Context: an optimization exercise on an open-source flow, tuned for small area, a short achievable clock period and few clock cycles per item. The choices shown serve that exercise and are no tape-out recipe.
At most, simulation tests tie the RTL to the original design; equivalence was not proved.
No functional check of the RTL was part of run 1.

==> flow/design.v, too long to show whole: its modules and the start of the top module <==
// module arc_point_hit_test_core: 1602 lines
module arc_point_hit_test_core (
  input  logic               clk,
  input  logic               rst_n,
  input  logic               in_valid,
  output logic               in_ready,
  input  logic signed [31:0] in_point_x,
  input  logic signed [31:0] in_point_y,
  output logic               out_valid,
  input  logic               out_ready,
  output logic               out_hit,
  input  logic               cfg_valid,
  output logic               cfg_ready,
  input  logic [2:0]         cfg_index,
  input  logic [31:0]        cfg_wdata
);
  // ...
==> flow/run.sh <==
#!/bin/bash
# synth_recipe.tcl (not shown) runs the flow's synth.tcl, then flattens the netlist and writes it again
# the make line also repeats each setting of config.mk as NAME=value (left out here)
make -C /OpenROAD-flow-scripts/flow DESIGN_CONFIG=/design/flow/config.mk WORK_HOME=/design/flow/orfs CLKGATE_MAP_FILE= SYNTH_SCRIPT=/design/flow/synth_recipe.tcl finish
==> flow/config.mk <==
export PLATFORM = sky130hd
export DESIGN_NAME = arc_point_hit_test_core
export DESIGN_NICKNAME = arc_point_hit_test_core
export VERILOG_FILES = /design/flow/design.v
export SDC_FILE = /design/flow/constraint.sdc
export NUM_CORES = 4
export LEC_CHECK = 0
export ABC_AREA = 1
export CAP_MARGIN = 20
export CORE_MARGIN = 2
export CORE_UTILIZATION = 50
export SETUP_SLACK_MARGIN = 4.0
export SLEW_MARGIN = 20
==> flow/constraint.sdc <==
create_clock -name core_clock -period 7.5 [get_ports {clk}]
set_input_delay 1.5000 -clock core_clock [delete_from_list [all_inputs] [get_ports {clk}]]
set_output_delay 1.5000 -clock core_clock [all_outputs]
set_load 0.01 [all_outputs]
==> qor.txt, run 1 <==
r2r endpoint = rl_r
met3 usage = 0.0375
vias in the first global route = 94100
core area = 224000 um2
Worst Path Buf+Inv = 3
Finished Cell Area = 125000 um2
clkbuf count = 241
run status = timing/DRC/antenna clean
flop2flop setup slack = 3.93 ns
multi-input gate share of total cell area = 0.562
fin crit period = 3.57 ns
adder-cell share of the synthesized area = 0.158
Root Buffer Master = clkbuf_16
HPWL after detailed placement = 301000 um
Final setup viols = 0
met1 usage = 0.409
Worst setup EP type = flip-flop
GRT Overall Usage = 0.313
Yosys top cell area share = 0.297
# clock sinks = 1758
XOR/XNOR share of the synthesized area = 0.150
diodes inserted = 24
M1 wire length = 163000 um
ys async rst share = 0
cell with the most instances after synthesis = nand2_1
Max Cap Violations = 0
Ports = 108
initial antenna violation count = 27
mux share of post-synthesis cell area = 0.000356
Area Growth Syn to Fin = 10.8%
Resize count post-CTS = 82
worst reg2reg path startpoint = y17_r[18]
Multi-input gate area = 70100 um2
dominant cell type by area after synthesis = dfxtp_1
Initial Util = 0.502
fraction of layout cells with a size suffix above 1 = 0.0529
commonest non-fill, non-tap cell in the layout = nand2_1
==> inputs of run 2 (changes only) <==
--- a/flow/design.v
+++ b/flow/design.v
@@ -1568,38 +1568,46 @@
   assign sa_le_ea = (sa_r <= ea_r);
   always_comb begin
     if (ze_r) in_sweep = sa_le_ea ? ge_sa0 : 1'b1;
     else if (sa_le_ea) in_sweep = ge_sa && le_ea;
     else               in_sweep = ge_sa || le_ea;
   end
   assign res_valid = ve_r;
   assign res_hit   = in_sweep && rh_r && rl_r;
-  logic [4:0] owed_r, owed_n;
+  logic [4:0] owed_r, owed_inc, owed_dec;
   logic        ov_r, oh_r, pop;
-  logic [20:0] fq_r;
-  logic [4:0] wp_r, rp_r;
-  logic [4:0] fc_r;
+  logic [21:0] fq_r;
+  logic [4:0] wp_r, rp_r, wp_inc, rp_inc;
   logic        fq_ne, slot_free, push, take_q;
   assign pop       = ov_r && out_ready;
   assign slot_free = !ov_r || out_ready;
-  assign fq_ne     = (fc_r != '0);
+  assign fq_ne     = (wp_r != rp_r);
   assign take_q    = slot_free && fq_ne;
   assign push      = res_valid && !(slot_free && !fq_ne);
-  assign owed_n    = owed_r + {{4{1'b0}}, accept} - {{4{1'b0}}, pop};
+  assign owed_inc  = owed_r + 1'b1;
+  assign owed_dec  = owed_r - 1'b1;
+  assign wp_inc    = (wp_r == 5'd21) ? '0 : wp_r + 1'b1;
+  assign rp_inc    = (rp_r == 5'd21) ? '0 : rp_r + 1'b1;
   always_ff @(posedge clk) begin
     if (!rst_n) begin
-      owed_r <= '0; in_ready_r <= 1'b1; ov_r <= 1'b0; wp_r <= '0; rp_r <= '0; fc_r <= '0;
+      owed_r <= '0; in_ready_r <= 1'b1; ov_r <= 1'b0; wp_r <= '0; rp_r <= '0;
     end else begin
-      owed_r     <= owed_n;
-      in_ready_r <= (owed_n < 5'd22);
+      if (accept && !pop) begin
+        owed_r     <= owed_inc;
+        in_ready_r <= (owed_r < 5'd21);
+      end else if (!accept && pop) begin
+        owed_r     <= owed_dec;
+        in_ready_r <= 1'b1;
+      end else begin
+        in_ready_r <= (owed_r < 5'd22);
+      end
       if (slot_free) ov_r <= fq_ne || res_valid;
-      if (push) wp_r <= (wp_r == 5'd20) ? '0 : wp_r + 1'b1;
-      if (take_q) rp_r <= (rp_r == 5'd20) ? '0 : rp_r + 1'b1;
-      fc_r <= fc_r + {{4{1'b0}}, push} - {{4{1'b0}}, take_q};
+      if (push) wp_r <= wp_inc;
+      if (take_q) rp_r <= rp_inc;
     end
   end
   always_ff @(posedge clk) begin
     if (slot_free) oh_r <= fq_ne ? fq_r[rp_r] : res_hit;
     if (push) fq_r[wp_r] <= res_hit;
   end
   assign out_valid = ov_r;
   assign out_hit   = oh_r;
--- a/flow/config.mk
+++ b/flow/config.mk
@@ -4,10 +4,11 @@
 export VERILOG_FILES = /design/flow/design.v
 export SDC_FILE = /design/flow/constraint.sdc
 export NUM_CORES = 4
 export LEC_CHECK = 0
 export ABC_AREA = 1
 export CAP_MARGIN = 20
 export CORE_MARGIN = 2
 export CORE_UTILIZATION = 50
+export CTS_BUF_LIST = sky130_fd_sc_hd__clkbuf_4 sky130_fd_sc_hd__clkbuf_8
 export SETUP_SLACK_MARGIN = 4.0
 export SLEW_MARGIN = 20
==> qor.txt, run 2 <==
run status = timing/DRC/antenna clean (unchanged)
most frequent cells in the layout = nand2_1 (2438), dfxtp_1 (1647), inv_1 (1546), a21oi_1 (1363), ha_1 (1157) (was nand2_1 (2225), dfxtp_1 (1648), inv_1 (1480), a21oi_1 (1363), ha_1 (1166))
Port Buffers = 106 (unchanged)
First-pass DRT Iterations = 6 (was 8)
Die Wd = 478 um (about the same)
Cell Area, Synth = 113000 um2 (about the same)
Final setup viols = 0 (unchanged)
ys async rst share = 0 (unchanged)
mux share of post-synthesis cell area = 0.0000890 (was 0.000356)
Min Hold Slack = 0.313 ns (was 0.309 ns)
met2 global-route usage = 0.471 (was 0.525)
worst hold path type = reg -> reg (unchanged)
Syn Area/Cell = 7.84 um2 (was 7.97 um2)
Critical Path Start Type = flip-flop (unchanged)
Synth Area in Compound Gates = 0.135 (was 0.142)
Worst slew margin = 0.329 (was 0.244)
largest net degree at the start of global routing = 171 (was 105)
final hold violation count = 0 (unchanged)
Hold Buf Count CTS = 0 (unchanged)
first-pass GRT wire length = 526000 um (was 559000 um)
Root Buffer Master = clkbuf_8 (was clkbuf_16)
fin crit period = 3.41 ns (was 3.57 ns)
fraction of layout cells with a size suffix above 1 = 0.0599 (was 0.0529)
Yosys warnings = 1 (unchanged)
die area = 229000 um2 (about the same)
fmax = 0.293 GHz (was 0.280 GHz)
met1 usage = 0.394 (was 0.409)
setup TNS = 0 ns (unchanged)
Required @ worst endpoint = 8.40 ns (was 8.26 ns)
CTS tree = yes (unchanged)
Die Y = 478 um (about the same)
Tcrit/Tclk final = 0.455 (was 0.476)
core area = 224000 um2 (unchanged)
Syn Nets = 15800 (was 15600)
post-synthesis cell count = 14300 (was 14100)
post-synth cell types = 72 (was 80)
DR WL/cell = 19.1 um (was 21.2 um)
initial antenna violation count = 15 (was 27)
Seq/Total Area, Yosys = 0.320 (about the same)
Post-synth EDFFs = 87 (was 86)
GP Congestion = 0.978 (was 0.993)
CP arrival = 4.31 ns (was 4.33 ns)
DRC = 0 (unchanged)
dominant cell type by area after synthesis = dfxtp_1 (unchanged)
worst-skew pair later-pin latency = 1.09 ns (was 0.88 ns)
Yosys top cell area share = 0.297 (about the same)
row cnt = 174 (unchanged)
antenna-violating nets left = 0 (unchanged)
global routing's busiest layer = met2 (unchanged)
dpl cell area = 116000 um2 (about the same)
Top FF cell, synth = dfxtp_1 (unchanged)
CTS H-tree lvls = 5 (was 4)
adder-cell share of the synthesized area = 0.157 (was 0.158)
final worst slack = 4.09 ns (was 3.93 ns)
worst-path fanout max = 19 (was 4)
vias in the first global route = 94200 (was 94100)
Worst setup EP type = flip-flop (unchanged)
HPWL after detailed placement = 273000 um (was 301000 um)
CTS Buffer Depth = 4 (was 3)
# nets final = 16000 (was 15700)
Initial Util = 0.502 (about the same)
RSZ-0062 raised after global routing = yes (unchanged)
clock skew = 0.0752 ns (was 0.0628 ns)
Synth Register Bits = 1754 (was 1758)
Finished Cell Area = 125000 um2 (about the same)
commonest non-fill, non-tap cell in the layout = nand2_1 (unchanged)
initial DRC count = 7458 (was 6956)
largest family of logic cells by synthesized area = simple AND/OR/NAND/NOR gates (unchanged)
Clk pin slew, worst setup/hold paths = 0.07 ns (was 0.06 ns)
cell with the most instances after synthesis = nand2_1 (unchanged)
top post-synthesis cells by area = dfxtp_1 (30%), ha_1 (13%), xor2_1 (8.5%), nand2_1 (8.2%), xnor2_1 (6.4%) (was dfxtp_1 (30%), ha_1 (13%), xor2_1 (8.7%), nand2_1 (7.4%), a21oi_1 (6.1%))
Ports = 108 (unchanged)
GRT overflow = 0 (unchanged)
Vias/cell = 5.41 (was 5.51)
GRT Overall Usage = 0.287 (was 0.313)
XOR/XNOR share of the synthesized area = 0.149 (was 0.150)
Slew @ Worst Pin = 1.01 ns (was 1.13 ns)
TritonCTS buffer count = 319 (was 194)
Vias = 96300 (was 96000)
met3 usage = 0.0357 (was 0.0375)
setup slack after placement = 2.94 ns (was 2.96 ns)
Max Cap Violations = 0 (unchanged)
Area Growth Syn to Fin = 10.7% (was 10.8%)
Synth top cells by count = nand2_1 (2450), dfxtp_1 (1667), inv_1 (1550) (was nand2_1 (2232), dfxtp_1 (1672), inv_1 (1489))
kind of critical path = reg -> reg (unchanged)
Slew Limit Fails = 0 (unchanged)
# clock sinks = 1754 (was 1758)
simple-gate area share of the yosys netlist = 0.176 (was 0.168)
total routed wirelength = 340000 um (was 369000 um)
-- run 2: metal layers --
metal | wire (um) | share of wire
met4 | 9800 | 0.029
met3 | 17900 | 0.053
met5 | 13 | 0.000038
met2 | 154000 | 0.45
met1 | 158000 | 0.46
-- run 2: cell families (layout without fill, tap and decap cells) --
kind of cell	after synthesis	after routing
DFF	1754	1754
buffers and inverters	1854	2306
muxes	1	1
and+or+nand+nor	4712	4712
AOI/OAI and AO/OA	2794	2794
xor gates and xnor gates	1912	1912
other	1	9
adders and majority gates	1320	1320
-- run 2: path summary, 6_finish.rpt --
check	from	end	slack (ns)	depth (start not counted)
setup / recovery	dx0_r[32]	x1_r[22]	4.09	13
hold / removal	neg16_r	neg17_r	0.31	0
setup reg to reg	dx0_r[32]	x1_r[22]	4.09	13
hold reg to reg	neg16_r	neg17_r	0.31	0
-- run 2: final cells by class --
type                    instances  area (um2)
diodes                          8        20.0
clock buffers                 460        5910
clock inverters                90         955
fillers                     21300       99700
inverters                    1579        5950
multi-input cells           10700       70000
flip-flops and latches       1754       36000
well taps                    2992        3740
repair buffers                177        1920
-- run 2: critical path, cell delays in order, from the launching register on --
cell	delay (ns)
dfxtp_2	0.35
buf_12	0.17
xor2_2	0.20
ha_1	0.31
inv_1	0.06
fa_1	0.47
o21ai_2	0.27
a21oi_2	0.13
o21ai_4	0.22
a21oi_2	0.13
o21ai_2	0.20
a21oi_2	0.10
o21ai_0	0.28
xor2_1	0.36
-- run 2: metrics by stage --
step | instances | util
after global placement | 17200 | 0.519
after floorplan | 14300 | -
after global routing | 17800 | 0.555
final | 17800 | 0.555
after CTS | 17800 | 0.551
after detailed placement | 17200 | 0.519
-- run 2: repair_timing --
item | 4_1_cts | 5_1_grt
setup buffers | 4 | 27
gates cloned | 0 | 4
pin swaps | 6 | 18
resized for setup | 71 | 143
setup endpoints to repair | 177 | 200
Testbench counts of run 2, summed over its fixed seeds: cycles 9,056, items 8,192.
==> inputs of run 3 (changes only) <==
--- a/flow/config.mk
+++ b/flow/config.mk
@@ -8,7 +8,8 @@
 export ABC_AREA = 1
 export CAP_MARGIN = 20
 export CORE_MARGIN = 2
-export CORE_UTILIZATION = 50
+export CORE_UTILIZATION = 65
 export CTS_BUF_LIST = sky130_fd_sc_hd__clkbuf_4 sky130_fd_sc_hd__clkbuf_8
+export PLACE_DENSITY = 0.75
 export SETUP_SLACK_MARGIN = 4.0
 export SLEW_MARGIN = 20
==> qor.txt, run 3 <==
# clock sinks = 1754 (unchanged)
Seq/Total Area, Yosys = 0.320 (unchanged)
met3 usage = 0.0618 (was 0.0357)
Port Buffers = 106 (unchanged)
first-pass GRT wire length = 525000 um (was 526000 um)
met2 global-route usage = 0.606 (was 0.471)
Clk pin slew, worst setup/hold paths = 0.07 ns (about the same)
post-synth cell types = 72 (unchanged)
Multi-input gate area = 70200 um2 (was 70000 um2)
met1 usage = 0.486 (was 0.394)
Post-synth EDFFs = 87 (unchanged)
RSZ-0062 raised after global routing = yes (unchanged)
setup slack after placement = 2.91 ns (was 2.94 ns)
fillcell total = 13300 (was 21300)
GRT overflow = 0 (unchanged)
ys async rst share = 0 (unchanged)
Critical Path Start Type = flip-flop (unchanged)
final worst slack = 4.03 ns (was 4.09 ns)
Root Buffer Master = clkbuf_8 (unchanged)
CTS tree = yes (unchanged)
# nets final = 16000 (unchanged)
end of the critical path = rl_r (was x1_r[22])
Vias/cell = 5.86 (was 5.41)
final hold violation count = 0 (unchanged)
Initial Util = 0.655 (was 0.502)
Worst slew margin = 0.314 (was 0.329)
Syn Nets = 15800 (unchanged)
Slew @ Worst Pin = 1.02 ns (was 1.01 ns)
FF+latch area = 36000 um2 (about the same)
CP arrival = 4.37 ns (was 4.31 ns)
worst-skew pair later-pin latency = 1.08 ns (was 1.09 ns)
dominant cell type by area after synthesis = dfxtp_1 (unchanged)
Synth top cells by count = nand2_1 (2450), dfxtp_1 (1667), inv_1 (1550) (unchanged)
Area Growth Syn to Fin = 9.97% (was 10.7%)
fraction of layout cells with a size suffix above 1 = 0.0603 (was 0.0599)
antenna-violating nets left = 0 (unchanged)
vias in the first global route = 97700 (was 94200)
clock skew = 0.0721 ns (was 0.0752 ns)
largest net degree at the start of global routing = 108 (was 171)
setup TNS = 0 ns (unchanged)
TritonCTS buffer count = 308 (was 319)
Required @ worst endpoint = 8.40 ns (about the same)
top post-synthesis cells by area = dfxtp_1 (30%), ha_1 (13%), xor2_1 (8.5%), nand2_1 (8.2%), xnor2_1 (6.4%) (unchanged)
HPWL after detailed placement = 261000 um (was 273000 um)
initial antenna violation count = 9 (was 15)
hold path start = d2_r[1] (was neg16_r)
Final setup viols = 0 (unchanged)
row cnt = 152 (was 174)
hold depth = 0 (unchanged)
initial DRC count = 9744 (was 7458)
most frequent cells in the layout = nand2_1 (2436), dfxtp_1 (1646), inv_1 (1542), a21oi_1 (1362), ha_1 (1154) (was nand2_1 (2438), dfxtp_1 (1647), inv_1 (1546), a21oi_1 (1363), ha_1 (1157))
die area = 176000 um2 (was 229000 um2)
Die Y = 420 um (was 478 um)
Slew Limit Fails = 0 (unchanged)
commonest non-fill, non-tap cell in the layout = nand2_1 (unchanged)
fin crit period = 3.47 ns (was 3.41 ns)
CTS H-tree lvls = 5 (unchanged)
kind of critical path = reg -> reg (unchanged)
Die Wd = 420 um (was 478 um)
GP Congestion = 1.04 (was 0.978)
Yosys top cell area share = 0.297 (unchanged)
First-pass DRT Iterations = 9 (was 6)
core area = 172000 um2 (was 224000 um2)
DRC = 0 (unchanged)
Syn Area/Cell = 7.84 um2 (unchanged)
GRT Overall Usage = 0.372 (was 0.287)
flop2flop setup slack = 4.03 ns (was 4.09 ns)
Yosys warnings = 1 (unchanged)
worst hold path type = reg -> reg (unchanged)
fmax = 0.288 GHz (was 0.293 GHz)
cell with the most instances after synthesis = nand2_1 (unchanged)
r2r endpoint = rl_r (was x1_r[22])
Synth Register Bits = 1754 (unchanged)
post-synthesis cell count = 14300 (unchanged)
r2r worst-path depth = 22 (was 13)
DR WL/cell = 19.8 um (was 19.1 um)
Ports = 108 (unchanged)
Worst setup EP type = flip-flop (unchanged)
worst reg2reg path startpoint = y17_r[18] (was dx0_r[32])
worst-path fanout max = 3 (was 19)
Top FF cell, synth = dfxtp_1 (unchanged)
run status = timing/DRC/antenna clean (unchanged)
Critical path origin = y17_r[18] (was dx0_r[32])
Vias = 100000 (was 96300)
CTS Buffer Depth = 4 (unchanged)
Cell Area, Synth = 113000 um2 (unchanged)
global routing's busiest layer = met2 (unchanged)
total routed wirelength = 339000 um (was 340000 um)
Tcrit/Tclk final = 0.463 (was 0.455)
Max Cap Violations = 0 (unchanged)
[run 3: cell types whose count changed in the layout (fill, tap and decap cells not counted), sizes merged, moves of 5 or more]
cell / delta
buf: +13
bufinv: +8
clkbuf: -26
clkinv: -14
diode: -5
inv: -7
[run 3: layer usage]
layer  wire length (um)  up-vias
met5                  0        -
met4              15300        0
met3              26400     1010
met2             154000     4425
met1             143000    46800
li1                   -    47900
[run 3: timing repair]
item,4_1_cts,5_1_grt
pin swaps,7,40
endpoints found under the setup margin,213,202
resized for setup,62,179
endpoints found under the hold margin,0,0
gates cloned,1,2
hold buffers,0,0
setup buffers,10,37
[run 3: worst min path at each step]
stage	end	slack, ns
3_3_place_gp	neg12_r	0.31
6_report	d3_r[1]	0.30
5_1_grt	d3_r[1]	0.31
4_1_cts	d3_r[1]	0.31
2_1_floorplan	d10_r[0]	0.31
3_5_place_dp	d12_r[3]	0.31
[run 3: worst max-delay path, stage by stage (launching register included)]
cell and delay, ns:
dfxtp_4 0.35, inv_2 0.07, nor2_4 0.05, ha_4 0.26
nand3_2 0.08, nand2_2 0.13, nand3_4 0.10, inv_2 0.06
nand4_1 0.17, nor2_4 0.20, nand2_2 0.10, nor3_4 0.26
xor2_1 0.18, inv_1 0.11, ha_1 0.28, nand2_1 0.08
nor2_1 0.06, a211oi_2 0.15, o221ai_1 0.12, a21oi_1 0.20
o21ai_1 0.13, nand3_1 0.08, nand3b_1 0.07
[run 3: logic make-up after synthesis]
kind of cell               count (synthesis)  share of synthesized area
other                                      1                  0.0000333
buffers and inverters                   1854                     0.0632
DFF                                     1754                      0.320
xor gates and xnor gates                1912                      0.149
muxes                                      1                  0.0000890
and+or+nand+nor                         4712                      0.176
adders and majority gates               1320                      0.157
AOI/OAI and AO/OA                       2794                      0.135
[run 3: area by class of cell]
cell class	count	share of cell area
diodes	3	0.0000607
clock buffers	437	0.0450
clock inverters	78	0.00875
inverters	1579	0.0480
multi-input cells	10700	0.567
flip-flops and latches	1754	0.291
well taps	2310	0.0234
repair buffers	187	0.0161
[run 3: stage by stage]
stage           util  hold slack, ns  cell area (um2)  cells
2_1_floorplan      -           0.310           113000  14300
3_3_place_gp   0.673           0.310           116000  16500
3_5_place_dp   0.673           0.312           116000  16500
4_1_cts        0.713           0.311           123000  17000
5_1_grt        0.720           0.309           124000  17100
6_report       0.720           0.305           124000  17100
==> inputs of run 4 (changes only) <==
--- a/flow/config.mk
+++ b/flow/config.mk
@@ -8,8 +8,9 @@
 export ABC_AREA = 1
 export CAP_MARGIN = 20
 export CORE_MARGIN = 2
-export CORE_UTILIZATION = 65
+export CORE_UTILIZATION = 50
 export CTS_BUF_LIST = sky130_fd_sc_hd__clkbuf_4 sky130_fd_sc_hd__clkbuf_8
-export PLACE_DENSITY = 0.75
+export CTS_CLUSTER_DIAMETER = 100
+export CTS_CLUSTER_SIZE = 16
 export SETUP_SLACK_MARGIN = 4.0
 export SLEW_MARGIN = 20
==> qor.txt, run 4 <==
run status = timing/DRC/antenna clean (unchanged)
CP arrival = 4.26 ns (was 4.37 ns)
Die Y = 478 um (was 420 um)
Synth Register Bits = 1754 (unchanged)
Vias = 94900 (was 100000)
Worst slew margin = 0.324 (was 0.314)
most frequent cells in the layout = nand2_1 (2435), dfxtp_1 (1646), inv_1 (1545), a21oi_1 (1359), ha_1 (1158) (was nand2_1 (2436), dfxtp_1 (1646), inv_1 (1542), a21oi_1 (1362), ha_1 (1154))
Top FF cell, synth = dfxtp_1 (unchanged)
setup TNS = 0 ns (unchanged)
Cell Area, Synth = 113000 um2 (unchanged)
top post-synthesis cells by area = dfxtp_1 (30%), ha_1 (13%), xor2_1 (8.5%), nand2_1 (8.2%), xnor2_1 (6.4%) (unchanged)
Layout Utilization = 0.536 (was 0.720)
CTS H-tree lvls = 4 (was 5)
largest net degree at the start of global routing = 171 (was 108)
core area = 224000 um2 (was 172000 um2)
fillcell total = 21600 (was 13300)
Critical Path Start Type = flip-flop (unchanged)
Post-synth EDFFs = 87 (unchanged)
Final setup viols = 0 (unchanged)
# clock sinks = 1754 (unchanged)
Synth top cells by count = nand2_1 (2450), dfxtp_1 (1667), inv_1 (1550) (unchanged)
kind of critical path = reg -> reg (unchanged)
First-pass DRT Iterations = 7 (was 9)
final hold violation count = 0 (unchanged)
post-placement cell count = 17200 (was 16500)
DR WL/cell = 19.3 um (was 19.8 um)
TritonCTS buffer count = 136 (was 308)
antenna-violating nets left = 0 (unchanged)
GRT overflow = 0 (unchanged)
r2r worst-path depth = 13 (was 22)
initial DRC count = 7283 (was 9744)
# nets final = 15800 (was 16000)
total routed wirelength = 336000 um (was 339000 um)
Seq/Total Area, Yosys = 0.320 (unchanged)
row cnt = 174 (was 152)
first-pass GRT wire length = 520000 um (was 525000 um)
Vias/cell = 5.44 (was 5.86)
CTS Buffer Depth = 3 (was 4)
flop2flop setup slack = 4.06 ns (was 4.03 ns)
CTS tree = yes (unchanged)
Initial Util = 0.502 (was 0.655)
fraction of layout cells with a size suffix above 1 = 0.0374 (was 0.0603)
RSZ-0062 raised after global routing = yes (unchanged)
Tcrit/Tclk final = 0.458 (was 0.463)
Ports = 108 (unchanged)
hold depth = 0 (unchanged)
Worst setup EP type = flip-flop (unchanged)
Yosys top cell area share = 0.297 (unchanged)
die area = 229000 um2 (was 176000 um2)
post-synthesis cell count = 14300 (unchanged)
GRT Overall Usage = 0.284 (was 0.372)
worst-path fanout max = 37 (was 3)
clock skew = 0.0651 ns (was 0.0721 ns)
Yosys warnings = 1 (unchanged)
commonest non-fill, non-tap cell in the layout = nand2_1 (unchanged)
Die Wd = 478 um (was 420 um)
Syn Area/Cell = 7.84 um2 (unchanged)
HPWL after detailed placement = 273000 um (was 261000 um)
Max Cap Violations = 0 (unchanged)
Port Buffers = 106 (unchanged)
ys async rst share = 0 (unchanged)
Root Buffer Master = clkbuf_8 (unchanged)
DRC = 0 (unchanged)
fmax = 0.291 GHz (was 0.288 GHz)
worst hold path type = reg -> reg (unchanged)
Area Growth Syn to Fin = 6.87% (was 9.97%)
Clk pin slew, worst setup/hold paths = 0.10 ns (was 0.07 ns)
Min Hold Slack = 0.321 ns (was 0.305 ns)
cell with the most instances after synthesis = nand2_1 (unchanged)
vias in the first global route = 92200 (was 97700)
Slew Limit Fails = 0 (unchanged)
Required @ worst endpoint = 8.32 ns (was 8.40 ns)
post-synth cell types = 72 (unchanged)
worst-skew pair later-pin latency = 0.97 ns (was 1.08 ns)
Hold Buf Count CTS = 0 (unchanged)
fin crit period = 3.44 ns (was 3.47 ns)
Final Non-Filler Cells = 17400 (was 17100)
Syn Nets = 15800 (unchanged)
GP Congestion = 0.978 (was 1.04)
Slew @ Worst Pin = 1.01 ns (was 1.02 ns)
initial antenna violation count = 15 (was 9)
dominant cell type by area after synthesis = dfxtp_1 (unchanged)
## run 4: logic make-up (layout without fill, tap and decap cells)
kind of cell    count (synthesis)  in the layout  share of synthesized area
fa+ha+maj                    1320           1320                      0.157
buf+inv                      1854           1945                     0.0632
flops                        1754           1754                      0.320
mux                             1              1                  0.0000890
simple gates                 4712           4713                      0.176
other cells                     1             10                  0.0000333
compound gates               2794           2794                      0.135
xor+xnor                     1912           1912                      0.149
## run 4: worst max-delay path, cell delays in order (launching register included)
cell	delay [ns]
dfxtp_2	0.35
buf_12	0.25
xor2_1	0.28
ha_1	0.29
ha_1	0.35
a21oi_1	0.19
o21ai_2	0.12
a21oi_2	0.26
o21ai_4	0.11
a21oi_2	0.27
o21ai_2	0.12
a21oi_2	0.20
o21ai_0	0.16
xor2_1	0.34
## run 4: timing repair
item | CTS | global route
setup endpoints to repair | 181 | 199
setup buffers | 4 | 30
pin swaps | 6 | 21
gates resized for setup | 71 | 156
gates cloned | 0 | 4
## run 4: per-layer routing
layer,global-route usage,vias to the layer above,share of wire
li1,-,47400,-
met1,0.396,44500,0.47
met2,0.469,2495,0.45
met3,0.0264,426,0.048
met4,0.0729,2,0.027
met5,0,-,0.000030
## run 4: stage by stage
stage          area [um2]  setup WS (ns)
2_1_floorplan      113000           4.01
3_3_place_gp       116000           3.01
3_5_place_dp       116000           2.94
4_1_cts            119000           3.99
5_1_grt            120000           3.86
6_report           120000           4.06
## run 4: final timing paths
path,to,start
max,x1_r[22],dx0_r[32]
min,d8_r[3],d7_r[3]
max reg2reg,x1_r[22],dx0_r[32]
min reg2reg,d8_r[3],d7_r[3]
## run 4: final cells by class
type / count / area [um2] / area share
clock inverter: 35 / 490 / 0.00408
clock buffer: 152 / 2000 / 0.0166
antenna: 9 / 22.5 / 0.000187
multi-input combinational: 10700 / 70100 / 0.583
sequential: 1754 / 36000 / 0.300
inverter: 1579 / 5950 / 0.0494
timing repair buffer: 179 / 1910 / 0.0159
tap: 2992 / 3740 / 0.0311
==> inputs of run 5 (changes only) <==
--- a/flow/config.mk
+++ b/flow/config.mk
@@ -11,6 +11,7 @@
 export CORE_UTILIZATION = 50
 export CTS_BUF_LIST = sky130_fd_sc_hd__clkbuf_4 sky130_fd_sc_hd__clkbuf_8
 export CTS_CLUSTER_DIAMETER = 100
-export CTS_CLUSTER_SIZE = 16
+export CTS_CLUSTER_SIZE = 12
+export PLACE_DENSITY = 0.8
 export SETUP_SLACK_MARGIN = 4.0
 export SLEW_MARGIN = 20
==> qor.txt, run 5 <==
run status = timing/DRC/antenna clean (unchanged)
antenna-violating nets left = 0 (unchanged)
hold path start = neg16_r (was d7_r[3])
# nets final = 15800 (about the same)
Final Non-Filler Cells = 17500 (was 17400)
Yosys top cell area share = 0.297 (unchanged)
Die Wd = 478 um (unchanged)
Syn Nets = 15800 (unchanged)
Hold Buf Count CTS = 0 (unchanged)
Vias = 94300 (was 94900)
core area = 224000 um2 (unchanged)
kind of critical path = in -> reg (was reg -> reg)
worst hold path type = reg -> reg (unchanged)
CTS Buffer Depth = 3 (unchanged)
Worst slew margin = 0.173 (was 0.324)
GRT Overall Usage = 0.268 (was 0.284)
top post-synthesis cells by area = dfxtp_1 (30%), ha_1 (13%), xor2_1 (8.5%), nand2_1 (8.2%), xnor2_1 (6.4%) (unchanged)
Area Growth Syn to Fin = 6.77% (was 6.87%)
post-synth cell types = 72 (unchanged)
Slew @ Worst Pin = 1.24 ns (was 1.01 ns)
cell with the most instances after synthesis = nand2_1 (unchanged)
Synth Register Bits = 1754 (unchanged)
CTS tree = yes (unchanged)
Die Y = 478 um (unchanged)
Initial Util = 0.502 (unchanged)
r2r worst-path depth = 14 (was 13)
commonest non-fill, non-tap cell in the layout = nand2_1 (unchanged)
clock skew = 0.0445 ns (was 0.0651 ns)
post-placement cell count = 17200 (about the same)
Tcrit/Tclk final = 0.465 (was 0.458)
top layer in use = met5 (unchanged)
GRT overflow = 0 (unchanged)
Synth top cells by count = nand2_1 (2450), dfxtp_1 (1667), inv_1 (1550) (unchanged)
# clock sinks = 1754 (unchanged)
worst-skew pair later-pin latency = 0.99 ns (was 0.97 ns)
HPWL after detailed placement = 258000 um (was 273000 um)
Cell Area, Synth = 113000 um2 (unchanged)
die area = 229000 um2 (unchanged)
initial DRC count = 7175 (was 7283)
GP Congestion = 0.997 (was 0.978)
M1 wire length = 136000 um (was 158000 um)
routed wl met3 = 17400 um (was 16000 um)
vias in the first global route = 90300 (was 92200)
hold depth = 0 (unchanged)
fillcell total = 21300 (was 21600)
final hold violation count = 0 (unchanged)
Hold Path Sink = neg17_r (was d8_r[3])
RSZ-0062 raised after global routing = yes (unchanged)
Vias/cell = 5.40 (was 5.44)
Yosys warnings = 1 (unchanged)
row cnt = 174 (unchanged)
Port Buffers = 106 (unchanged)
dominant cell type by area after synthesis = dfxtp_1 (unchanged)
worst-path fanout max = 32 (was 37)
Ports = 108 (unchanged)
Clk pin slew, worst setup/hold paths = 0.08 ns (was 0.10 ns)
flop2flop setup slack = 4.12 ns (was 4.06 ns)
TritonCTS buffer count = 169 (was 136)
Slew Limit Fails = 0 (unchanged)
DR WL/cell = 18.2 um (was 19.3 um)
CP arrival = 4.32 ns (was 4.26 ns)
first-pass GRT wire length = 494000 um (was 520000 um)
post-synthesis cell count = 14300 (unchanged)
Post-synth EDFFs = 87 (unchanged)
wire length on met2 = 148000 um (was 153000 um)
fmax = 0.287 GHz (was 0.291 GHz)
setup TNS = 0 ns (unchanged)
Syn Area/Cell = 7.84 um2 (unchanged)
total routed wirelength = 318000 um (was 336000 um)
CTS H-tree lvls = 4 (unchanged)
Critical Path Start Type = primary input (was flip-flop)
fin crit period = 3.49 ns (was 3.44 ns)
fraction of layout cells with a size suffix above 1 = 0.0351 (was 0.0374)
Final setup viols = 0 (unchanged)
DRC = 0 (unchanged)
initial antenna violation count = 9 (was 15)
Root Buffer Master = clkbuf_8 (unchanged)
Seq/Total Area, Yosys = 0.320 (unchanged)
Required @ worst endpoint = 8.33 ns (was 8.32 ns)
Layout Utilization = 0.536 (about the same)
ys async rst share = 0 (unchanged)
Worst setup EP type = flip-flop (unchanged)
Max Cap Violations = 0 (unchanged)
Top FF cell, synth = dfxtp_1 (unchanged)
First-pass DRT Iterations = 7 (unchanged)
largest net degree at the start of global routing = 97 (was 171)
r2r endpoint = x16_r[30] (was x1_r[22])
setup slack after placement = 3.15 ns (was 2.94 ns)
Critical path origin = cfg_index[1] (was dx0_r[32])
most frequent cells in the layout = nand2_1 (2445), dfxtp_1 (1645), inv_1 (1548), a21oi_1 (1364), ha_1 (1166) (was nand2_1 (2435), dfxtp_1 (1646), inv_1 (1545), a21oi_1 (1359), ha_1 (1158))
final worst slack = 4.01 ns (was 4.06 ns)
worst reg2reg path startpoint = y15_r[20] (was dx0_r[32])
-- run 5: worst max-delay path, cell delays in order --
cell             delay (ns)
clkdlybuf4s50_1        0.44
nor2_1                 0.11
inv_1                  0.06
nor2_1                 0.92
inv_1                  0.78
o21ai_0                0.43
a21oi_1                0.06
-- run 5: cell type report --
cell class	instances	area, um2	share of cell area
clock inverters	25	258	0.00215
multi-input cells	10700	69800	0.581
inverters	1579	5940	0.0495
repair buffers	170	1840	0.0153
clock buffers	191	2500	0.0208
flip-flops and latches	1754	36000	0.300
diodes	9	22.5	0.000187
well taps	2992	3740	0.0312
-- run 5: worst max path at each step --
stage | depth (start not counted) | to | slack [ns]
4_1_cts | 16 | y1_r[32] | 3.88
5_1_grt | 23 | rl_r | 3.75
3_3_place_gp | 8 | sa_r[0] | 3.21
3_5_place_dp | 16 | y1_r[32] | 3.15
6_report | 7 | ea_r[5] | 4.01
2_1_floorplan | 16 | y1_r[32] | 4.01
-- run 5: timing repair --
action | in CTS | in global routing
gates resized for setup | 54 | 107
cloned | 0 | 5
setup endpoints to repair | 168 | 188
setup buffers | 2 | 21
pin swaps | 0 | 10
-- run 5: cells by family (layout without fill, tap and decap cells) --
kind of cell / count (synthesis) / in the layout / share of synthesized area
buffers and inverters: 1854 / 1965 / 0.0632
multiplexers: 1 / 1 / 0.0000890
other: 1 / 10 / 0.0000333
adder cells (fa/ha/maj): 1320 / 1320 / 0.157
AND/OR/NAND/NOR: 4712 / 4713 / 0.176
XOR/XNOR: 1912 / 1912 / 0.149
flip-flops: 1754 / 1754 / 0.320
AO/OA/AOI/OAI: 2794 / 2795 / 0.135
-- run 5: routing by layer --
| metal | global-route usage | vias up |
|---|---|---|
| li1 | - | 47500 |
| met1 | 0.341 | 43500 |
| met2 | 0.454 | 2743 |
| met3 | 0.0296 | 570 |
| met4 | 0.127 | 4 |
| met5 | 0 | - |
-- run 5: through the flow --
stage | cell area [um2] | hold slack, ns
2_1_floorplan | 113000 | 0.310
3_3_place_gp | 116000 | 0.311
4_1_cts | 119000 | 0.301
6_report | 120000 | 0.292
3_5_place_dp | 116000 | 0.312
5_1_grt | 120000 | 0.304
==> inputs of run 6 (changes only) <==
--- a/flow/config.mk
+++ b/flow/config.mk
@@ -12,6 +12,5 @@
 export CTS_BUF_LIST = sky130_fd_sc_hd__clkbuf_4 sky130_fd_sc_hd__clkbuf_8
 export CTS_CLUSTER_DIAMETER = 100
 export CTS_CLUSTER_SIZE = 12
-export PLACE_DENSITY = 0.8
 export SETUP_SLACK_MARGIN = 4.0
 export SLEW_MARGIN = 20
==> qor.txt, run 6 <==
run status = timing/DRC/antenna clean (unchanged)
Cell Area, Synth = 113000 um2 (unchanged)
Multi-input gate area = 69900 um2 (was 69800 um2)
GRT Overall Usage = 0.284 (was 0.268)
# nets final = 15800 (about the same)
Required @ worst endpoint = 6.00 ns (was 8.33 ns)
Crit path depth = 1 (was 7)
DRC = 0 (unchanged)
Synth top cells by count = nand2_1 (2450), dfxtp_1 (1667), inv_1 (1550) (unchanged)
Crit-path slowest cell = clkdlybuf4s50_1 (was nor2_1)
Worst slew margin = 0.332 (was 0.173)
DR WL/cell = 19.3 um (was 18.2 um)
cell with the most instances after synthesis = nand2_1 (unchanged)
Layout Utilization = 0.537 (was 0.536)
antenna-violating nets left = 0 (unchanged)
Area Growth Syn to Fin = 6.95% (was 6.77%)
clock skew = 0.0594 ns (was 0.0445 ns)
Post-synth EDFFs = 87 (unchanged)
Seq/Total Area, Yosys = 0.320 (unchanged)
ys async rst share = 0 (unchanged)
FF+latch area = 36000 um2 (about the same)
Yosys top cell area share = 0.297 (unchanged)
Die Y = 478 um (unchanged)
Tcrit/Tclk final = 0.450 (was 0.465)
Final Non-Filler Cells = 17500 (about the same)
final hold violation count = 0 (unchanged)
Vias/cell = 5.44 (was 5.40)
Slew Limit Fails = 0 (unchanged)
fraction of layout cells with a size suffix above 1 = 0.0374 (was 0.0351)
total routed wirelength = 336000 um (was 318000 um)
crit-path cells = clkdlybuf4s50_1 (was clkdlybuf4s50_1, nor2_1, inv_1, nor2_1, inv_1, o21ai_0, a21oi_1)
worst hold path type = reg -> reg (unchanged)
fillcell total = 21600 (was 21300)
core area = 224000 um2 (unchanged)
Syn Area/Cell = 7.84 um2 (unchanged)
r2r worst-path depth = 12 (was 14)
critical path's top delay family = buffers and inverters (unchanged)
worst-path fanout max = 2 (was 32)
# clock sinks = 1754 (unchanged)
Top FF cell, synth = dfxtp_1 (unchanged)
final worst slack = 4.12 ns (was 4.01 ns)
Yosys warnings = 1 (unchanged)
Final setup viols = 0 (unchanged)
fin crit period = 3.38 ns (was 3.49 ns)
CP arrival = 1.88 ns (was 4.32 ns)
Syn Nets = 15800 (unchanged)
initial antenna violation count = 15 (was 9)
Port Buffers = 106 (unchanged)
Die Wd = 478 um (unchanged)
GP Congestion = 0.978 (was 0.997)
largest net degree at the start of global routing = 171 (was 97)
CTS Buffer Depth = 3 (unchanged)
Vias = 95000 (was 94300)
vias in the first global route = 92400 (was 90300)
peak per-stage delay on the critical path = 0.54 ns (was 0.92 ns)
initial DRC count = 7472 (was 7175)
Worst Path Buf+Inv = 1 (was 3)
Worst setup EP type = primary output (was flip-flop)
die area = 229000 um2 (unchanged)
setup slack after placement = 2.94 ns (was 3.15 ns)
Ports = 108 (unchanged)
HPWL after detailed placement = 273000 um (was 258000 um)
CTS H-tree lvls = 4 (unchanged)
worst-skew pair later-pin latency = 0.98 ns (was 0.99 ns)
most frequent cells in the layout = nand2_1 (2437), dfxtp_1 (1646), inv_1 (1545), a21oi_1 (1366), ha_1 (1158) (was nand2_1 (2445), dfxtp_1 (1645), inv_1 (1548), a21oi_1 (1364), ha_1 (1166))
post-synth cell types = 72 (unchanged)
row cnt = 174 (unchanged)
Clk pin slew, worst setup/hold paths = 0.09 ns (was 0.08 ns)
Synth Register Bits = 1754 (unchanged)
First-pass DRT Iterations = 6 (was 7)
post-placement cell count = 17200 (about the same)
setup TNS = 0 ns (unchanged)
post-synthesis cell count = 14300 (unchanged)
commonest non-fill, non-tap cell in the layout = nand2_1 (unchanged)
CTS tree = yes (unchanged)
hold depth = 0 (unchanged)
RSZ-0062 raised after global routing = yes (unchanged)
Max Cap Violations = 0 (unchanged)
first-pass GRT wire length = 520000 um (was 494000 um)
GRT overflow = 0 (unchanged)
Hold Buf Count CTS = 0 (unchanged)
Root Buffer Master = clkbuf_8 (unchanged)
kind of critical path = reg -> out (was in -> reg)
Initial Util = 0.502 (unchanged)
fmax = 0.296 GHz (was 0.287 GHz)
Slew @ Worst Pin = 1.00 ns (was 1.24 ns)
dominant cell type by area after synthesis = dfxtp_1 (unchanged)
top post-synthesis cells by area = dfxtp_1 (30%), ha_1 (13%), xor2_1 (8.5%), nand2_1 (8.2%), xnor2_1 (6.4%) (unchanged)
TritonCTS buffer count = 168 (was 169)
Critical Path Start Type = flip-flop (was primary input)
==> run 6: changes by cell type in the layout (fill, tap and decap cells not counted), sizes merged <==
cell	delta
inv	+6
bufinv	+2
diode	-3
clkinv	-5
a21oi	-1
clkinvlp	-5
buf	+6
dlygate4sd2	-1
clkbuf	-2
clkdlybuf4s50	+1
==> run 6: final timing paths <==
| path | start | to | slack (ns) |
|---|---|---|---|
| hold / removal | d12_r[10] | d13_r[10] | 0.29 |
| hold reg to reg | d12_r[10] | d13_r[10] | 0.29 |
| setup / recovery | in_ready_r | in_ready | 4.12 |
| setup reg to reg | y1_r[32] | x2_r[23] | 4.13 |
==> run 6: kinds of logic after synthesis <==
kind of cell / count (synthesis) / synth area share
AOI/OAI and AO/OA: 2794 / 0.135
muxes: 1 / 0.0000890
buffers and inverters: 1854 / 0.0632
DFF: 1754 / 0.320
xor gates and xnor gates: 1912 / 0.149
and+or+nand+nor: 4712 / 0.176
other: 1 / 0.0000333
adders and majority gates: 1320 / 0.157
==> run 6: area by class of cell <==
cell class / count / area share
multi-input cells: 10700 / 0.581
flip-flops and latches: 1754 / 0.299
inverters: 1579 / 0.0494
well taps: 2992 / 0.0311
clock buffers: 187 / 0.0204
repair buffers: 178 / 0.0157
clock inverters: 23 / 0.00262
diodes: 6 / 0.000125
==> run 6: routing by layer <==
layer / wire length, um / GRT usage / share of wire / vias up
li1: - / - / - / 47500
met1: 157000 / 0.395 / 0.47 / 44600
met2: 153000 / 0.469 / 0.46 / 2486
met3: 16700 / 0.0288 / 0.050 / 454
met4: 9100 / 0.0763 / 0.027 / 2
met5: 11 / 0 / 0.000033 / -
==> run 6: what timing repair did <==
item	CTS	global route
pin swaps	5	20
resized for setup	68	128
gates cloned	0	4
endpoints found under the setup margin	176	205
setup buffers	2	31
==> run 6: stage by stage <==
stage | hold slack (ns) | instance area [um2]
floorplan | 0.310 | 113000
global placement | 0.310 | 116000
detailed placement | 0.312 | 116000
CTS | 0.309 | 119000
global route | 0.315 | 120000
finish | 0.286 | 120000
==> inputs of run 7 (changes only) <==
--- a/flow/config.mk
+++ b/flow/config.mk
@@ -12,5 +12,6 @@
 export CTS_BUF_LIST = sky130_fd_sc_hd__clkbuf_4 sky130_fd_sc_hd__clkbuf_8
 export CTS_CLUSTER_DIAMETER = 100
 export CTS_CLUSTER_SIZE = 12
+export PLACE_DENSITY = 0.7
 export SETUP_SLACK_MARGIN = 4.0
 export SLEW_MARGIN = 20
==> qor.txt, run 7 <==
run status = timing/DRC/antenna clean (unchanged)
met1 usage = 0.334 (was 0.395)
dominant cell type by area after synthesis = dfxtp_1 (unchanged)
critical path's top delay family = compound AO/OA/AOI/OAI gates (was buffers and inverters)
CP arrival = 4.24 ns (was 1.88 ns)
setup slack after placement = 2.98 ns (was 2.94 ns)
Layout Utilization = 0.535 (was 0.537)
Ports = 108 (unchanged)
# clock sinks = 1754 (unchanged)
largest net degree at the start of global routing = 161 (was 171)
Die Y = 478 um (unchanged)
worst hold path type = reg -> reg (unchanged)
post-synth cell types = 72 (unchanged)
vias in the first global route = 90500 (was 92400)
met3 usage = 0.0295 (was 0.0288)
Initial Util = 0.502 (unchanged)
Worst slew margin = 0.349 (was 0.332)
global routing's busiest layer = met2 (unchanged)
fmax = 0.297 GHz (was 0.296 GHz)
Max Cap Violations = 0 (unchanged)
GRT overflow = 0 (unchanged)
total routed wirelength = 319000 um (was 336000 um)
Crit-path slowest cell = dfxtp_4 (was clkdlybuf4s50_1)
Seq/Total Area, Yosys = 0.320 (unchanged)
First-pass DRT Iterations = 9 (was 6)
Synth top cells by count = nand2_1 (2450), dfxtp_1 (1667), inv_1 (1550) (unchanged)
top post-synthesis cells by area = dfxtp_1 (30%), ha_1 (13%), xor2_1 (8.5%), nand2_1 (8.2%), xnor2_1 (6.4%) (unchanged)
DR WL/cell = 18.3 um (was 19.3 um)
Worst Path Buf+Inv = 1 (unchanged)
Yosys top cell area share = 0.297 (unchanged)
Worst setup EP type = flip-flop (was primary output)
Cell Area, Synth = 113000 um2 (unchanged)
ys async rst share = 0 (unchanged)
Required @ worst endpoint = 8.37 ns (was 6.00 ns)
Slew Limit Fails = 0 (unchanged)
die area = 229000 um2 (unchanged)
met2 global-route usage = 0.471 (was 0.469)
Post-synth EDFFs = 87 (unchanged)
CTS Buffer Depth = 3 (unchanged)
most frequent cells in the layout = nand2_1 (2444), dfxtp_1 (1645), inv_1 (1547), a21oi_1 (1368), ha_1 (1166) (was nand2_1 (2437), dfxtp_1 (1646), inv_1 (1545), a21oi_1 (1366), ha_1 (1158))
cell with the most instances after synthesis = nand2_1 (unchanged)
TritonCTS buffer count = 168 (unchanged)
CTS H-tree lvls = 4 (unchanged)
Vias = 93600 (was 95000)
Final setup viols = 0 (unchanged)
Yosys warnings = 1 (unchanged)
GRT Overall Usage = 0.270 (was 0.284)
Min Hold Slack = 0.306 ns (was 0.286 ns)
commonest non-fill, non-tap cell in the layout = nand2_1 (unchanged)
Synth Register Bits = 1754 (unchanged)
GP Congestion = 0.985 (was 0.978)
Vias/cell = 5.36 (was 5.44)
initial DRC count = 6430 (was 7472)
# nets final = 15800 (about the same)
first-pass GRT wire length = 495000 um (was 520000 um)
Slew @ Worst Pin = 0.975 ns (was 1.00 ns)
Top FF cell, synth = dfxtp_1 (unchanged)
Die Wd = 478 um (unchanged)
Syn Nets = 15800 (unchanged)
Root Buffer Master = clkbuf_8 (unchanged)
Area Growth Syn to Fin = 6.71% (was 6.95%)
clock skew = 0.0510 ns (was 0.0594 ns)
Tcrit/Tclk final = 0.449 (was 0.450)
setup TNS = 0 ns (unchanged)
Worst path most repeated cell = a21oi_1
Critical Path Start Type = flip-flop (unchanged)
CTS tree = yes (unchanged)
row cnt = 174 (unchanged)
peak per-stage delay on the critical path = 0.55 ns (was 0.54 ns)
initial antenna violation count = 10 (was 15)
antenna-violating nets left = 0 (unchanged)
worst-skew pair later-pin latency = 1.00 ns (was 0.98 ns)
RSZ-0062 raised after global routing = yes (unchanged)
Clk pin slew, worst setup/hold paths = 0.09 ns (about the same)
DRC = 0 (unchanged)
final hold violation count = 0 (unchanged)
core area = 224000 um2 (unchanged)
final worst slack = 4.13 ns (was 4.12 ns)
kind of critical path = reg -> reg (was reg -> out)
fraction of layout cells with a size suffix above 1 = 0.0344 (was 0.0374)
crit-path cells = xor2_1, ha_1, a21oi_1, o21ai_0, a21oi_1, o21ai_0, a21oi_1, inv_1, a21oi_1, o21bai_1, nand2_1, nand2_1, xor2_1 (was clkdlybuf4s50_1)
HPWL after detailed placement = 259000 um (was 273000 um)
post-synthesis cell count = 14300 (unchanged)
Port Buffers = 106 (unchanged)
Syn Area/Cell = 7.84 um2 (unchanged)
fin crit period = 3.37 ns (was 3.38 ns)
worst-path fanout max = 18 (was 2)
[run 7: cell counts after synthesis]
No cell type changed its count.
[run 7: stage by stage]
| step | cells | area, um2 |
|---|---|---|
| after detailed placement | 17200 | 116000 |
| after CTS | 17400 | 119000 |
| after global routing | 17500 | 120000 |
| final | 17500 | 120000 |
| after global placement | 17200 | 116000 |
| after floorplan | 14300 | 113000 |
[run 7: worst register-to-register path, stage by stage (launching register included)]
cell and delay, ns:
dfxtp_4 0.55, xor2_1 0.24, ha_1 0.31, a21oi_1 0.14, o21ai_0 0.17, a21oi_1 0.48, o21ai_0 0.16, a21oi_1 0.33
inv_1 0.07, a21oi_1 0.27, o21bai_1 0.16, nand2_1 0.08, nand2_1 0.06, xor2_1 0.22
[run 7: logic make-up after synthesis]
kind of cell | after synthesis | share of synthesized area
and+or+nand+nor | 4712 | 0.176
AOI/OAI and AO/OA | 2794 | 0.135
xor gates and xnor gates | 1912 | 0.149
buffers and inverters | 1854 | 0.0632
DFF | 1754 | 0.320
adders and majority gates | 1320 | 0.157
other | 1 | 0.0000333
muxes | 1 | 0.0000890
[run 7: final timing paths]
kind / to / slack (ns) / start / cells after the start
max reg2reg: x5_r[24] / 4.13 / y4_r[31] / 13
min reg2reg: d9_r[1] / 0.31 / d8_r[1] / 0
min: d9_r[1] / 0.31 / d8_r[1] / 0
max: x5_r[24] / 4.13 / y4_r[31] / 13
[run 7: metal layers]
metal	up-vias	routed length (um)
met3	640	14000
met1	43000	136000
met2	2418	153000
li1	47500	-
met4	0	15700
met5	-	0
[run 7: area by class of cell]
| class | instances | area [um2] |
|---|---|---|
| Timing Repair Buffer | 170 | 1820 |
| Fill cell | 21600 | 104000 |
| Tap cell | 2992 | 3740 |
| Clock inverter | 22 | 229 |
| Clock buffer | 194 | 2530 |
| Inverter | 1579 | 5940 |
| Multi-Input combinational cell | 10700 | 69700 |
| Sequential cell | 1754 | 36000 |
| Antenna cell | 11 | 27.5 |
[run 7: repair_timing]
| item | in CTS | in global routing |
|---|---|---|
| pin swaps | 0 | 10 |
| cloned | 0 | 3 |
| resized for setup | 44 | 94 |
| hold buffers | 0 | 0 |
| endpoints found under the setup margin | 171 | 151 |
| setup buffers | 5 | 25 |
==> inputs of run 8 (changes only) <==
--- a/flow/config.mk
+++ b/flow/config.mk
@@ -6,12 +6,11 @@
 export NUM_CORES = 4
 export LEC_CHECK = 0
 export ABC_AREA = 1
-export CAP_MARGIN = 20
+export CAP_MARGIN = 10
 export CORE_MARGIN = 2
 export CORE_UTILIZATION = 50
 export CTS_BUF_LIST = sky130_fd_sc_hd__clkbuf_4 sky130_fd_sc_hd__clkbuf_8
 export CTS_CLUSTER_DIAMETER = 100
 export CTS_CLUSTER_SIZE = 12
-export PLACE_DENSITY = 0.7
 export SETUP_SLACK_MARGIN = 4.0
-export SLEW_MARGIN = 20
+export SLEW_MARGIN = 10
==> qor.txt, run 8 <==
run status = timing/DRC/antenna clean (unchanged)
# clock sinks = 1754 (unchanged)
die area = 229000 um2 (unchanged)
setup TNS = 0 ns (unchanged)
Port Buffers = 106 (unchanged)
Area Growth Syn to Fin = 6.95% (was 6.71%)
Post-synth EDFFs = 87 (unchanged)
First-pass DRT Iterations = 6 (was 9)
Final setup viols = 0 (unchanged)
DRC = 0 (unchanged)
Multi-input gate area = 69900 um2 (was 69700 um2)
worst hold path type = reg -> reg (unchanged)
Yosys warnings = 1 (unchanged)
core area = 224000 um2 (unchanged)
Crit-path slowest cell = clkdlybuf4s50_1 (was dfxtp_4)
r2r worst-path depth = 12 (was 13)
Cell Area, Synth = 113000 um2 (unchanged)
Synth top cells by count = nand2_1 (2450), dfxtp_1 (1667), inv_1 (1550) (unchanged)
M1 wire length = 157000 um (was 136000 um)
Slew @ Worst Pin = 1.10 ns (was 0.975 ns)
GRT overflow = 0 (unchanged)
GP Congestion = 0.978 (was 0.985)
crit-path cells = clkdlybuf4s50_1 (was xor2_1, ha_1, a21oi_1, o21ai_0, a21oi_1, o21ai_0, a21oi_1, inv_1, a21oi_1, o21bai_1, nand2_1, nand2_1, xor2_1)
fin crit period = 3.38 ns (was 3.37 ns)
top layer in use = met5 (was met4)
HPWL after detailed placement = 273000 um (was 259000 um)
Critical Path Start Type = flip-flop (unchanged)
Syn Nets = 15800 (unchanged)
Tcrit/Tclk final = 0.450 (was 0.449)
clock skew = 0.0592 ns (was 0.0510 ns)
wire length on met2 = 153000 um (about the same)
commonest non-fill, non-tap cell in the layout = nand2_1 (unchanged)
CTS tree = yes (unchanged)
fmax = 0.296 GHz (was 0.297 GHz)
worst-path fanout max = 2 (was 18)
critical path's top delay family = buffers and inverters (was compound AO/OA/AOI/OAI gates)
fraction of layout cells with a size suffix above 1 = 0.0373 (was 0.0344)
worst-skew pair later-pin latency = 0.98 ns (was 1.00 ns)
Seq/Total Area, Yosys = 0.320 (unchanged)
TritonCTS buffer count = 168 (unchanged)
DR WL/cell = 19.3 um (was 18.3 um)
Worst Path Buf+Inv = 1 (unchanged)
Top FF cell, synth = dfxtp_1 (unchanged)
Ports = 108 (unchanged)
Worst slew margin = 0.259 (was 0.349)
Max Cap Violations = 0 (unchanged)
post-synth cell types = 72 (unchanged)
fillcell total = 21600 (about the same)
top post-synthesis cells by area = dfxtp_1 (30%), ha_1 (13%), xor2_1 (8.5%), nand2_1 (8.2%), xnor2_1 (6.4%) (unchanged)
cell with the most instances after synthesis = nand2_1 (unchanged)
Syn Area/Cell = 7.84 um2 (unchanged)
initial antenna violation count = 15 (was 10)
ys async rst share = 0 (unchanged)
Die Wd = 478 um (unchanged)
# nets final = 15800 (about the same)
GRT Overall Usage = 0.284 (was 0.270)
row cnt = 174 (unchanged)
hold depth = 0 (unchanged)
first-pass GRT wire length = 520000 um (was 495000 um)
Clk pin slew, worst setup/hold paths = 0.08 ns (was 0.09 ns)
FF+latch area = 36000 um2 (about the same)
kind of critical path = reg -> out (was reg -> reg)
peak per-stage delay on the critical path = 0.54 ns (was 0.55 ns)
Root Buffer Master = clkbuf_8 (unchanged)
Layout Utilization = 0.537 (was 0.535)
most frequent cells in the layout = nand2_1 (2437), dfxtp_1 (1646), inv_1 (1545), a21oi_1 (1366), ha_1 (1158) (was nand2_1 (2444), dfxtp_1 (1645), inv_1 (1547), a21oi_1 (1368), ha_1 (1166))
Vias = 95000 (was 93600)
Slew Limit Fails = 0 (unchanged)
Vias/cell = 5.44 (was 5.36)
initial DRC count = 7489 (was 6430)
post-synthesis cell count = 14300 (unchanged)
CTS H-tree lvls = 4 (unchanged)
routed wl met3 = 16700 um (was 14000 um)
total routed wirelength = 336000 um (was 319000 um)
Die Y = 478 um (unchanged)
final hold violation count = 0 (unchanged)
Yosys top cell area share = 0.297 (unchanged)
vias in the first global route = 92400 (was 90500)
CP arrival = 1.88 ns (was 4.24 ns)
CTS Buffer Depth = 3 (unchanged)
RSZ-0062 raised after global routing = yes (unchanged)
Required @ worst endpoint = 6.00 ns (was 8.37 ns)
largest net degree at the start of global routing = 171 (was 161)
Crit path depth = 1 (was 13)
Worst setup EP type = primary output (was flip-flop)
Synth Register Bits = 1754 (unchanged)
dominant cell type by area after synthesis = dfxtp_1 (unchanged)
Initial Util = 0.502 (unchanged)
antenna-violating nets left = 0 (unchanged)
-- run 8: kinds of logic after synthesis --
logic type / Yosys count / share of synthesized area
AO/OA/AOI/OAI: 2794 / 0.135
XOR/XNOR: 1912 / 0.149
adder cells (fa/ha/maj): 1320 / 0.157
buffers and inverters: 1854 / 0.0632
flip-flops: 1754 / 0.320
multiplexers: 1 / 0.0000890
other: 1 / 0.0000333
AND/OR/NAND/NOR: 4712 / 0.176
-- run 8: worst paths after layout --
path / startpoint / to / slack (ns)
min: d12_r[10] / d13_r[10] / 0.29
min reg2reg: d12_r[10] / d13_r[10] / 0.29
max reg2reg: y1_r[32] / x2_r[23] / 4.13
max: in_ready_r / in_ready / 4.12
-- run 8: area by class of cell --
type	instances	area share
multi-input cells	10700	0.581
flip-flops and latches	1754	0.299
inverters	1579	0.0494
well taps	2992	0.0311
clock buffers	187	0.0204
repair buffers	178	0.0157
clock inverters	23	0.00262
diodes	6	0.000125
-- run 8: per-stage QoR --
| stage | cell area [um2] | std cells | worst slack (ns) | hold WS (ns) |
|---|---|---|---|---|
| 2_1_floorplan | 113000 | 14300 | 4.01 | 0.310 |
| 6_report | 120000 | 17500 | 4.12 | 0.286 |
| 4_1_cts | 119000 | 17400 | 3.98 | 0.309 |
| 5_1_grt | 120000 | 17500 | 3.88 | 0.315 |
| 3_3_place_gp | 116000 | 17200 | 3.01 | 0.310 |
| 3_5_place_dp | 116000 | 17200 | 2.94 | 0.312 |
-- run 8: what timing repair did --
action                                  in CTS  in global routing
gates cloned                                 0                  4
hold buffers                                 0                  0
buffers inserted                             2                 31
endpoints found under the setup margin     176                205
pin swaps                                    5                 20
gates resized for setup                     68                128
-- run 8: per-layer routing --
layer | GRT usage | vias up
met4 | 0.0763 | 2
met5 | 0 | -
li1 | - | 47500
met3 | 0.0288 | 455
met1 | 0.395 | 44600
met2 | 0.469 | 2513

==> port drivers added, routing unchanged <==
The flow's constraints put no driver on any port. The routed layouts listed below were extracted and timed again, unchanged, in two steps. Step 1 sets driving cells, clkbuf_16 on the clock port and buf_2 on the other inputs (assumed; they add their load-dependent delay and slew). Step 2, shift: input delay + t, output delay - t, t = (earliest + latest rising clock arrival at the registers) / 2. This alone moves slack from input paths to output paths. a / b / c = no drivers / after step 1 / after step 2; a / b = the first two.
| run | t, ns | setup slack, ns | latest minus earliest clock arrival (ns) | cell pins on the clock port's net |
|---|---|---|---|---|
| run 1 | 0.951 | 3.931 / 3.931 / 3.475 | 0.065 / 0.065 | 1 |
| run 2 | 1.129 | 4.085 / 4.045 / 3.167 | 0.097 / 0.098 | 1 |
| run 3 | 1.132 | 4.029 / 3.994 / 3.078 | 0.080 / 0.080 | 1 |
| run 4 | 1.022 | 4.063 / 4.063 / 3.193 | 0.068 / 0.067 | 1 |
| run 5 | 1.059 | 4.015 / 4.080 / 3.021 | 0.054 / 0.054 | 1 |
| run 6 | 1.040 | 4.125 / 4.037 / 3.185 | 0.064 / 0.064 | 1 |
| run 7 | 1.056 | 4.130 / 4.058 / 3.192 | 0.063 / 0.064 | 1 |
| run 8 | 1.042 | 4.124 / 4.037 / 3.208 | 0.064 / 0.064 | 1 |
After both steps every run listed still meets setup and hold. For run 5, which loses most, drivers alone change the setup slack by +0.065 ns; drivers and shift together by -0.994 ns.
